Source: an optimization exercise on an open RTL-to-GDS flow (aim: small area, a short achievable clock period and few clock cycles). Production flows keep margins and buffers that such runs may drop. In this exercise RTL edits were held to simulation tests only and were not proved equivalent to the original. No activity file was given, so power comes from the tool's default toggle rates.

==> flow/design.v (excerpt) <==
module palette_pixel_unpacker #(
  parameter int PALETTE_DEPTH = 64
) (
  input  logic              clk,
  input  logic              rst_n,
  input  logic              cfg_we,
  input  logic [2:0]        cfg_index,
  input  logic [ppu_pkg::CFG_DW-1:0] cfg_data,
  input  logic              in_valid,
  output logic              in_ready,
  input  logic              in_mode,
  input  logic [7:0]        in_data_byte,
  input  logic [7:0]        in_palette_index,
  input  logic [31:0]       in_palette_color,
  output logic              out_valid,
  input  logic              out_ready,
  output logic [31:0]       out_pixel_value,
  output logic [ppu_pkg::ADDRESS_BITS-1:0] out_pixel_address,
  output logic              out_last_of_run,
  output logic              out_end_of_image
);
Size: roughly 7900 cells after synthesis, roughly 120 I/O pins.
clock: 5.5 ns
lec_check: 0
abc_area: 1
abc_clock_period_in_ps: 3000
cap_margin: 20
core_margin: 2
core_utilization: 55
place_density: 0.65
setup_slack_margin: 3.0
slew_margin: 20
synth_memory_max_bits: 16384
standard.sh (not shown) runs the stock make flow with config.mk's settings and CLKGATE_MAP_FILE= SYNTH_SCRIPT=/design/flow/synth_recipe.tcl, a recipe that flattens the netlist after the stock synthesis.
==> flow/flow/run.sh <==
#!/bin/bash
# Layout: the standard flow (standard.sh, unchanged synthesis, floorplan,
# power grid and tap cells) with two changes made through ORFS variables:
#  - every input and output port still gets a buffer, but a buf_4 instead of
#    the default (a slow delay cell);
#  - clock tree: sink clusters of up to 25 sinks within 80 um, no dummy loads.
# ORFS writes each step's full log under orfs/logs; make's own output goes to
# standard.log.
set -euo pipefail
bash standard.sh \
  'BUFFER_PORTS_ARGS=-buffer_cell sky130_fd_sc_hd__buf_4' \
  'CTS_ARGS=-sink_clustering_enable -repair_clock_nets -dont_use_dummy_load -sink_clustering_size 25 -sink_clustering_max_diameter 80' \
  finish > standard.log 2>&1
Testbench counts at the start, summed over its fixed seeds: cycles 10,521.
==> next run, changes <==
--- a/flow/design.v
+++ b/flow/design.v
@@ -67,22 +67,21 @@
   logic [31:0]   wb_dat;
   logic [NR-1:0] wb_ring, wb_keep;    
   logic [1:0]  phase_r;
   logic        dcomp;        
   logic [23:0] partial_r;
   logic          u_vld, u_byp, u_zero, u_last;
   logic [2:0]    u_cnt;
   logic [5:0]    u_idx;
   logic [6:0]    u_rest;
   logic [NR-1:0] u_ring;     
-  localparam int NQ = 4;
-  logic [NQ-1:0][K-1:0] u_pq;
+  logic [K-1:0]  u_place;    
   logic [9:0]    col_r, row_r;
   logic [AW-1:0] base_r;
   logic          col_end, row_end;
   logic          wl0_r, hl0_r;   
   logic          o_vld, o_last, o_eoi;
   logic [31:0]   o_pix;
   logic [AW-1:0] o_addr;
   logic o_take, u_issue, u_free, dload, o_load;
   logic in_acc, in_item, h_go, i_go, h_load, e_vld, h_to_wb, wb_free;
   logic [7:0] e_byte;
@@ -225,57 +224,44 @@
         2'd0:    partial_r[23:16] <= e_byte;
         2'd1:    partial_r[15:8]  <= e_byte;
         default: partial_r[7:0]   <= e_byte;
       endcase
     end
   end
   logic          u_ld, u_adv, zero_ld, zero_nx, byp_nx;
   logic [5:0]    idx_ld, idx_sh, idx_nx;
   logic [K-1:0]  jd_ld, jd_sh;
   logic [NR-1:0] rg_ld, rg_sh, rg_hold;
-  logic [K-1:0]  po_ld, po_sh, po_hold, place_nx;
-  logic [NQ-1:0] qd_ld, qd_sh, qd_hold, quarter_nx;
+  logic [K-1:0]  po_ld, po_sh, po_hold;
   assign u_ld    = e_vld && fidx;
   assign u_adv   = u_issue && !u_last;
   assign idx_ld  = f1 ? {5'b0, e_byte[7]} : (f4 ? {2'b0, e_byte[7:4]} : e_byte[5:0]);
   assign idx_sh  = f1 ? {5'b0, u_rest[6]} : {2'b0, u_rest[6:3]};
   assign zero_ld = f8 && (e_byte[7:6] != 2'b00);
   assign idx_nx  = u_ld ? idx_ld : (u_adv ? idx_sh : u_idx);
   assign zero_nx = u_ld ? zero_ld : (!u_adv && u_zero);
   logic wkeep, byp_l, byp_s, byp_u;
   assign wkeep  = wb_vld && !wb_land;
   assign byp_l  = h_to_wb ? (idx_ld == h_idx) : (wkeep && (idx_ld == wb_idx));
   assign byp_s  = !h_to_wb && wkeep && wb_act && (idx_sh == wb_idx);
   assign byp_u  = !h_to_wb && wkeep && wb_act && (u_idx  == wb_idx);
   assign byp_nx = u_ld ? (!zero_ld && byp_l) : (u_adv ? byp_s : (!u_zero && byp_u));
   assign jd_ld   = f1 ? (e_byte[7] ? K'(2) : K'(1)) :
                    (f4 ? (K'(1) << e_byte[6:4]) : (K'(1) << e_byte[2:0]));
   assign jd_sh   = f1 ? (u_rest[6] ? K'(2) : K'(1)) : (K'(1) << u_rest[5:3]);
-  logic [K-1:0] u_place;
-  always_comb begin
-    u_place = '0;
-    for (int q = 0; q < NQ; q++) u_place = u_place | u_pq[q];
-  end
   assign po_hold = {u_place[K-2:0], u_place[K-1]};
-  assign place_nx = u_ld ? po_ld : (u_adv ? po_sh : po_hold);
-  assign quarter_nx = u_ld ? qd_ld : (u_adv ? qd_sh : qd_hold);
   always_comb begin
     for (int m = 0; m < NR; m++) begin
       rg_ld[m] = !zero_ld && (idx_ld[5:KB] == (6-KB)'(m));
       rg_sh[m] = (idx_sh[5:KB] == (6-KB)'(m));
       rg_hold[m] = !u_zero && (u_idx[5:KB] == (6-KB)'(m));
     end
-    for (int q = 0; q < NQ; q++) begin
-      qd_ld[q]   = (idx_ld[5:4] == 2'(q));
-      qd_sh[q]   = (idx_sh[5:4] == 2'(q));
-      qd_hold[q] = (u_idx[5:4] == 2'(q));
-    end
     po_ld = '0;
     po_sh = '0;
     for (int p = 0; p < K; p++) begin
       for (int k = 0; k < K; k++) begin
         po_ld[p] = po_ld[p] | (r1_oh[k] & jd_ld[(k - p) & (K - 1)]);
         po_sh[p] = po_sh[p] | (r1_oh[k] & jd_sh[(k - p) & (K - 1)]);
       end
     end
   end
   always_ff @(posedge clk) begin
@@ -283,40 +269,38 @@
       u_vld <= 1'b0;
     end else begin
       u_vld <= u_vld_nx;
     end
   end
   always_ff @(posedge clk) begin
     u_idx   <= idx_nx;
     u_zero  <= zero_nx;
     u_byp   <= fidx && byp_nx;
     u_ring  <= {NR{fidx && !byp_nx}} & (u_ld ? rg_ld : (u_adv ? rg_sh : rg_hold));
-    for (int q = 0; q < NQ; q++) begin
-      u_pq[q] <= {K{quarter_nx[q]}} & place_nx;
-    end
+    u_place <= u_ld ? po_ld : (u_adv ? po_sh : po_hold);
     if (u_ld) begin
       u_last <= f8;
       u_cnt  <= f1 ? 3'd7 : (f4 ? 3'd1 : 3'd0);
       u_rest <= f1 ? e_byte[6:0] : {e_byte[3:0], 3'b000};
     end else if (u_issue) begin
       u_last <= (u_cnt == 3'd1);
       u_cnt  <= u_cnt - 3'd1;
       u_rest <= f1 ? {u_rest[5:0], 1'b0} : {u_rest[2:0], 4'h0};
     end
   end
   logic [31:0] pal_rd;
   logic [NR-1:0][31:0] ring_rd;
   always_comb begin
     for (int m = 0; m < NR; m++) begin
       ring_rd[m] = '0;
       for (int p = 0; p < K; p++) begin
-        ring_rd[m] = ring_rd[m] | ({32{u_pq[m / (NR / NQ)][p]}} & pal[m*K+p]);
+        ring_rd[m] = ring_rd[m] | ({32{u_place[p]}} & pal[m*K+p]);
       end
     end
     pal_rd = {32{u_byp}} & wb_dat;
     for (int m = 0; m < NR; m++) begin
       pal_rd = pal_rd | ({32{u_ring[m]}} & ring_rd[m]);
     end
   end
   logic [31:0] dval, pix_nx;
   assign dval = ppu_pkg::order_color(f24 ? {8'hff, partial_r[23:8], e_byte} : {e_byte, partial_r},
                                      abgr_r);
What happened:
- The changed run passed the timing, design-rule and antenna checks
- design area went down by about 1.3%
- cell count went down by 1.5%
- via count went down by about 1.5%
- wire length went down by 1.7%
- sequential power barely changes
- worst setup slack gets worse by 0.034 ns
- utilization went down by 0.40 points
- power went up by about 5%
- non-clock buffer count went down by 20
- sequential share of layout area went up by 0.12 points
- count of clock-buffer cells in the layout went down by 1
- first-iteration DRC count went up by about 2%
Testbench counts after the change, summed over its fixed seeds: cycles 10,521.

afterwards: timing with drivers on the ports:
In the flow no input, the clock included, has a driving cell. The finished layouts below were timed again as built, in two steps. Step 1 (the two cells are an assumption about what drives the block):
set clk [get_ports {clk}]
set_driving_cell -lib_cell sky130_fd_sc_hd__clkbuf_16 $clk
set_driving_cell -lib_cell sky130_fd_sc_hd__buf_2 [delete_from_list [all_inputs] $clk]
Step 2 times the ports against the registers' clock, not the clock port: input delays grow and output delays shrink by t, the midpoint of the rising clock arrivals with the driver on. a / b / c = no drivers / after step 1 / after step 2; a / b = the first two.
| run | t (ns) | setup WS [ns] | worst setup path at the end | slew at the worst register clock pin (ns) |
|---|---|---|---|---|
| the first run | 0.804 | 3.043 / 2.962 / 2.306 | input to register | 0.10 / 0.10 |
| the second run | 0.811 | 3.009 / 2.949 / 2.394 | input to register | 0.10 / 0.10 |
After both steps setup and hold are still met in every run listed. The setup slack of the first run, which loses most, moves by -0.081 ns with the drivers and by -0.737 ns with both steps.
